Context: an optimization exercise on an open-source flow, tuned for small area and a short achievable clock period. The choices shown serve that exercise and are no tape-out recipe.
In this exercise RTL edits were held to simulation tests only and were not proved equivalent to the original.

Design intra_recon_top, start of the top module:
module intra_recon_top #(
	parameter int BIT_DEPTH = intra_geom_pkg::DEFAULT_BIT_DEPTH
) (
	input  logic                                                 clk,
	input  logic                                                 arst_n,
	input  logic                                                 i_valid,
	input  intra_mode_pkg::mode_t                                i_mode,
	input  logic                                                 i_is_inter,
	input  logic [intra_geom_pkg::TB_SIZE*BIT_DEPTH-1:0]         i_above,
	input  logic [intra_geom_pkg::TB_SIZE*BIT_DEPTH-1:0]         i_left,
	input  logic [BIT_DEPTH-1:0]                                 i_top_right,
	input  logic [BIT_DEPTH-1:0]                                 i_bottom_left,
	input  logic [intra_geom_pkg::NUM_SAMPLES*(BIT_DEPTH+1)-1:0] i_residuals,
	input  logic [intra_geom_pkg::NUM_SAMPLES*BIT_DEPTH-1:0]     i_pred_inter,
	output logic                                                 o_valid,
	output logic [intra_geom_pkg::NUM_SAMPLES*BIT_DEPTH-1:0]     o_recon
);
	localparam int N     = intra_geom_pkg::TB_SIZE;
	localparam int NS    = intra_geom_pkg::NUM_SAMPLES;
	localparam int BD    = BIT_DEPTH;
	localparam int RES_W = BD + 1;
	localparam int SUM_W = BD + 2;  
	localparam int PW    = BD + 3;  
	localparam int EW    = BD + 1;  
	localparam int TW    = BD + 2;  
	logic a_valid, b_valid;
	always_ff @(posedge clk or negedge arst_n) begin
		if (!arst_n) begin
			a_valid <= 1'b0;
			b_valid <= 1'b0;
			o_valid <= 1'b0;
		end else begin
			a_valid <= i_valid;
			b_valid <= a_valid;
			o_valid <= b_valid;
		end
	end
	localparam int OFF_ABOVE = 0;
	localparam int OFF_LEFT  = OFF_ABOVE + N*BD;
	localparam int OFF_TR    = OFF_LEFT + N*BD;
	localparam int OFF_BL    = OFF_TR + BD;
	localparam int OFF_U     = OFF_BL + BD;       
	localparam int OFF_W     = OFF_U + N*EW;      
	localparam int OFF_H0    = OFF_W + N*EW;      
	localparam int OFF_H2    = OFF_H0 + N*TW;     
	localparam int OFF_V0    = OFF_H2 + N*TW;     
	localparam int OFF_V2    = OFF_V0 + N*TW;     
	localparam int OFF_DC    = OFF_V2 + N*TW;     
  ...
Size: roughly 4500 cells after synthesis, roughly 490 I/O pins, about 46000 sq um of cells after synthesis.
export LEC_CHECK = 0
export CAP_MARGIN = 20
export CORE_MARGIN = 2
export CORE_UTILIZATION = 40
export SLEW_MARGIN = 20
create_clock -name core_clock -period 5.2 [get_ports {clk}]
run.sh (not shown) runs the stock make flow with config.mk's settings and CLKGATE_MAP_FILE= SYNTH_SCRIPT=/design/flow/synth_recipe.tcl, a recipe that flattens the netlist after the stock synthesis.
The baseline produced a clean layout.
Change:
==> flow/flow/run.sh (new file) <==
#!/bin/bash
# The standard layout (standard.sh, all ORFS steps from synthesis to
# finish), with buf_2 as the port buffer instead of buffer_ports' default
# delay buffer. Every input and output port still gets its own buffer.
set -euo pipefail
export BUFFER_PORTS_ARGS="-buffer_cell sky130_fd_sc_hd__buf_2"
bash standard.sh finish > standard_run.log 2>&1
==> flow/standard.sh (new file) <==
#!/bin/bash
# synth_recipe.tcl (not shown) runs the flow's synth.tcl, then flattens the netlist and writes it again
# the make line also repeats each setting of config.mk as NAME=value (left out here)
make -C /OpenROAD-flow-scripts/flow DESIGN_CONFIG=/design/flow/config.mk WORK_HOME=/design/flow/orfs CLKGATE_MAP_FILE= SYNTH_SCRIPT=/design/flow/synth_recipe.tcl "${@:-finish}"
- CTS_CLUSTER_DIAMETER: default -> 100
- CTS_CLUSTER_SIZE: default -> 20
- SETUP_SLACK_MARGIN: default -> 2.4
removed: flow/run.sh
Result: Setup slack improves by 700 ps. Synthesized cell count is unchanged. Flip-flop and latch count does not change. First-iteration DRC count rose by 8.2%. Final area decreases by 6.3%. Cell count shrinks by 1.4%.

---

Another version of the RTL of intra_recon_top (not shown whole).
For scale: roughly 4600 cells after synthesis, about 880 flip-flops, ~490 I/O pins, ~46000 µm² of cells after synthesis.
// intra_recon_top
module intra_recon_top #(
	parameter int BIT_DEPTH = intra_geom_pkg::DEFAULT_BIT_DEPTH
) (
	input  logic                                                 clk,
	input  logic                                                 arst_n,
	input  logic                                                 i_valid,
	input  intra_mode_pkg::mode_t                                i_mode,
	input  logic                                                 i_is_inter,
	input  logic [intra_geom_pkg::TB_SIZE*BIT_DEPTH-1:0]         i_above,
	input  logic [intra_geom_pkg::TB_SIZE*BIT_DEPTH-1:0]         i_left,
	input  logic [BIT_DEPTH-1:0]                                 i_top_right,
	input  logic [BIT_DEPTH-1:0]                                 i_bottom_left,
	input  logic [intra_geom_pkg::NUM_SAMPLES*(BIT_DEPTH+1)-1:0] i_residuals,
	input  logic [intra_geom_pkg::NUM_SAMPLES*BIT_DEPTH-1:0]     i_pred_inter,
	output logic                                                 o_valid,
	output logic [intra_geom_pkg::NUM_SAMPLES*BIT_DEPTH-1:0]     o_recon
);
export LEC_CHECK = 0
export CAP_MARGIN = 20
export CORE_MARGIN = 2
export CORE_UTILIZATION = 40
export CTS_CLUSTER_DIAMETER = 100
export CTS_CLUSTER_SIZE = 20
export SETUP_SLACK_MARGIN = 2.4
export SLEW_MARGIN = 20
create_clock -name core_clock -period 5.2 [get_ports {clk}]
standard.sh (not shown) runs the stock make flow with config.mk's settings and CLKGATE_MAP_FILE= SYNTH_SCRIPT=/design/flow/synth_recipe.tcl, a recipe that flattens the netlist after the stock synthesis.
==> flow/flow/run.sh <==
#!/bin/bash
# The standard layout (standard.sh, all ORFS steps from synthesis to
# finish), with buf_2 as the port buffer instead of buffer_ports' default
# delay buffer. Every input and output port still gets its own buffer.
set -euo pipefail
export BUFFER_PORTS_ARGS="-buffer_cell sky130_fd_sc_hd__buf_2"
bash standard.sh finish > standard_run.log 2>&1
Edit:
SETUP_SLACK_MARGIN = 2.6   (was 2.4)
Synthesized cell count is unchanged.
Clock-buffer cell count grows by 3.
Global-route usage is higher by 0.19 points.

==> what the ideal ports hide <==
The flow's constraints put no driver on any port. The routed layouts listed below were extracted and timed again, unchanged, in two steps.
Step 1 assumes that a clkbuf_16 drives the clock port and a buf_2 every other input.
Step 2 times the ports against the registers' clock, not the clock port: input delays grow and output delays shrink by t, the midpoint of the rising clock arrivals with the driver on.
Three values: ideal ports, drivers, drivers and shift; two values: the first two.
run	shift t [ns]	slack for setup (ns)	worst hold slack (ns)	clock arrival spread, ns	worst slew at a driven data input, ns
the first run of note 1	0.768	1.610 / 1.550 / 0.781	0.308 / 0.298 / 0.308	0.040 / 0.039	0.14
the second run of note 1	0.772	2.314 / 2.314 / 1.786	0.322 / 0.300 / 0.322	0.033 / 0.033	0.14
the first run of note 2	0.754	2.299 / 2.299 / 1.698	0.321 / 0.305 / 0.321	0.038 / 0.038	0.11
the second run of note 2	0.764	2.514 / 2.514 / 1.814	0.322 / 0.316 / 0.322	0.031 / 0.031	0.11
After both steps every run listed still meets setup and hold. For the first run of note 1, which loses most, drivers alone change the setup slack by -0.060 ns; drivers and shift together by -0.829 ns.
